This design comes from an exercise in tuning for small area on the open sky130 flow, not from production work. Function was checked by simulation only, so behaviour that the tests miss may differ from the original. No activity file was given, so power comes from the tool's default toggle rates.

Setup of east:
==> flow/design.v <==
package register_file_pkg;
  localparam int unsigned REG_DATA_WIDTH = 32;
  localparam int unsigned REG_ADDR_WIDTH = 5;
  typedef logic [REG_ADDR_WIDTH-1:0] reg_addr_t;
  typedef logic [REG_DATA_WIDTH-1:0] reg_data_t;
  localparam reg_addr_t REG_ZERO = 5'd0;
endpackage
module register_file_wmux (
  input  logic en,
  input  logic en_n,
  input  logic d,
  input  logic q,
  output logic y
);
  assign y = (en & d) | (en_n & q);
endmodule
module register_file_aoi222 (
  input  logic s0, d0,
  input  logic s1, d1,
  input  logic s2, d2,
  output logic y_n
);
  assign y_n = !((s0 & d0) | (s1 & d1) | (s2 & d2));
endmodule
module register_file_read_bit (
  input  logic [31:1] sel,
  input  logic [31:1] d,
  output logic        y
);
  logic [10:0] t_n;
  for (genvar k = 0; k < 10; k++) begin : g_aoi
    register_file_aoi222 u_aoi (
      .s0 (sel[3*k+1]), .d0 (d[3*k+1]),
      .s1 (sel[3*k+2]), .d1 (d[3*k+2]),
      .s2 (sel[3*k+3]), .d2 (d[3*k+3]),
      .y_n (t_n[k])
    );
  end
  assign t_n[10] = !(sel[31] & d[31]);
  assign y = !(&t_n);
endmodule
module register_file_decode (
  input  logic [4:0]  addr,
  output logic [31:1] sel
);
  for (genvar i = 1; i < 32; i++) begin : g_sel
    assign sel[i] = (addr == 5'(i));
  end
endmodule
module register_file_read_port
#(
  parameter int unsigned DATA_WIDTH = register_file_pkg::REG_DATA_WIDTH,
  parameter int unsigned ADDR_WIDTH = register_file_pkg::REG_ADDR_WIDTH
) (
  input  logic [(2**ADDR_WIDTH)-1:0][DATA_WIDTH-1:0] regs,
  input  logic [ADDR_WIDTH-1:0]                      addr,
  output logic [DATA_WIDTH-1:0]                      data
);
  localparam int unsigned DEPTH = 2**ADDR_WIDTH;
  logic [DEPTH-1:1] sel_lo, sel_hi;
  register_file_decode u_dec_lo (.addr (addr), .sel (sel_lo));
  register_file_decode u_dec_hi (.addr (addr), .sel (sel_hi));
  for (genvar b = 0; b < DATA_WIDTH; b++) begin : g_bit
    logic [DEPTH-1:1] col;
    for (genvar i = 1; i < DEPTH; i++) begin : g_col
      assign col[i] = regs[i][b];
    end
    register_file_read_bit u_bit (
      .sel (b < DATA_WIDTH/2 ? sel_lo : sel_hi),
      .d   (col),
      .y   (data[b])
    );
  end
endmodule
module register_file
#(
  parameter int unsigned DATA_WIDTH = register_file_pkg::REG_DATA_WIDTH,
  parameter int unsigned ADDR_WIDTH = register_file_pkg::REG_ADDR_WIDTH
) (
  input  logic                  clock,
  input  logic                  reset_n,
  input  logic [ADDR_WIDTH-1:0] address_s1,
  input  logic [ADDR_WIDTH-1:0] address_s2,
  input  logic [ADDR_WIDTH-1:0] address_d,
  input  logic [DATA_WIDTH-1:0] data_dval,
  input  logic                  write_enable,
  output logic [DATA_WIDTH-1:0] data_s1val,
  output logic [DATA_WIDTH-1:0] data_s2val
);
  localparam int unsigned DEPTH = 2**ADDR_WIDTH;
  logic [DEPTH-1:0][DATA_WIDTH-1:0] regs_view;
  logic [DATA_WIDTH-1:0]            wdata;
  assign regs_view[0] = '0;
  assign wdata        = data_dval & {DATA_WIDTH{reset_n}};
  for (genvar g = 1; g < DEPTH; g++) begin : g_reg
    logic [DATA_WIDTH-1:0] q;
    logic [DATA_WIDTH-1:0] d;
    logic                  en;
    logic                  en_n;
    assign en   = !reset_n || (write_enable && (address_d == ADDR_WIDTH'(g)));
    assign en_n = !en;
    for (genvar b = 0; b < DATA_WIDTH; b++) begin : g_bit
      register_file_wmux u_wmux (
        .en   (en),
        .en_n (en_n),
        .d    (wdata[b]),
        .q    (q[b]),
        .y    (d[b])
      );
    end
    always_ff @(posedge clock) begin
      q <= d;
    end
    assign regs_view[g] = q;
  end
  register_file_read_port #(
    .DATA_WIDTH (DATA_WIDTH),
    .ADDR_WIDTH (ADDR_WIDTH)
  ) u_port_s1 (
    .regs (regs_view),
    .addr (address_s1),
    .data (data_s1val)
  );
  register_file_read_port #(
    .DATA_WIDTH (DATA_WIDTH),
    .ADDR_WIDTH (ADDR_WIDTH)
  ) u_port_s2 (
    .regs (regs_view),
    .addr (address_s2),
    .data (data_s2val)
  );
endmodule
Settings: LEC_CHECK=0, CAP_MARGIN=0, CORE_MARGIN=2, CORE_UTILIZATION=50, CTS_CLUSTER_DIAMETER=80, CTS_CLUSTER_SIZE=30, SETUP_SLACK_MARGIN=0.05, SLEW_MARGIN=0, SYNTH_HIERARCHICAL=1; clock period 6.0 ns.
standard.sh (not shown) runs the stock make flow with config.mk's settings and CLKGATE_MAP_FILE= SYNTH_SCRIPT=/design/flow/synth_recipe.tcl, a recipe that flattens the netlist after the stock synthesis.
==> flow/flow/run.sh <==
#!/bin/bash
# The standard ORFS layout (standard.sh), with these changes:
#  - ports are buffered with plain sky130_fd_sc_hd__buf_1 cells instead of the
#    delay cell buffer_ports picks by default;
#  - CTS does not add dummy loads to balance the tree;
#  - after global-route timing repair, non-critical cells are downsized
#    (ORFS's RECOVER_POWER step).
set -euo pipefail
export BUFFER_PORTS_ARGS="-buffer_cell sky130_fd_sc_hd__buf_1"
export CTS_ARGS="-sink_clustering_enable -repair_clock_nets -dont_use_dummy_load -sink_clustering_size 30 -sink_clustering_max_diameter 80"
export RECOVER_POWER=100
bash standard.sh > standard.log 2>&1
| east | all stages done | FAIL | max-capacitance violations, max-slew violations |
> inputs changed (east -> west)
diff --git a/flow/design.v b/flow/design.v
--- a/flow/design.v
+++ b/flow/design.v
@@ -40,12 +40,4 @@
   assign y = !(&t_n);
 endmodule
-module register_file_decode (
-  input  logic [4:0]  addr,
-  output logic [31:1] sel
-);
-  for (genvar i = 1; i < 32; i++) begin : g_sel
-    assign sel[i] = (addr == 5'(i));
-  end
-endmodule
 module register_file_read_port
 #(
@@ -58,7 +50,8 @@
 );
   localparam int unsigned DEPTH = 2**ADDR_WIDTH;
-  logic [DEPTH-1:1] sel_lo, sel_hi;
-  register_file_decode u_dec_lo (.addr (addr), .sel (sel_lo));
-  register_file_decode u_dec_hi (.addr (addr), .sel (sel_hi));
+  logic [DEPTH-1:1] sel;
+  for (genvar i = 1; i < DEPTH; i++) begin : g_sel
+    assign sel[i] = (addr == ADDR_WIDTH'(i));
+  end
   for (genvar b = 0; b < DATA_WIDTH; b++) begin : g_bit
     logic [DEPTH-1:1] col;
@@ -67,5 +60,5 @@
     end
     register_file_read_bit u_bit (
-      .sel (b < DATA_WIDTH/2 ? sel_lo : sel_hi),
+      .sel (sel),
       .d   (col),
       .y   (data[b])
==> comparison <==
Complete run, failing final checks: west, reason max-capacitance violations, max-slew violations. west against east; cell count after placement is down by a few percent. Going from east to west, total combinational power shows an increase of about 2%, clock-pin transition on the worst setup and hold timing paths now sits higher, overall power of the completed layout shows no meaningful change, layout-stage area growth over the synthesis result comparable, internal power has decreased.

==> what the ideal ports hide <==
No port has a modelled driver above. Below, the same layouts with a new extraction and two added sets of constraints. Step 1 sets driving cells, clkbuf_16 on the clock port and buf_2 on the other inputs (assumed; they add their load-dependent delay and slew). Step 2, shift: input delay + t, output delay - t, t = (earliest + latest rising clock arrival at the registers) / 2. This alone moves slack from input paths to output paths. Slacks: ideal / step 1 / step 2; pairs: ideal / step 1.
run	shift t [ns]	slack for setup (ns)	worst register clock-pin slew, ns	pins driven straight from the clock port
east	0.701	0.242 / 0.129 / -0.283	0.12 / 0.12	1
west	0.705	0.198 / 0.164 / -0.231	0.12 / 0.12	1
For east, which loses most, drivers alone change the setup slack by -0.113 ns; drivers and shift together by -0.525 ns.
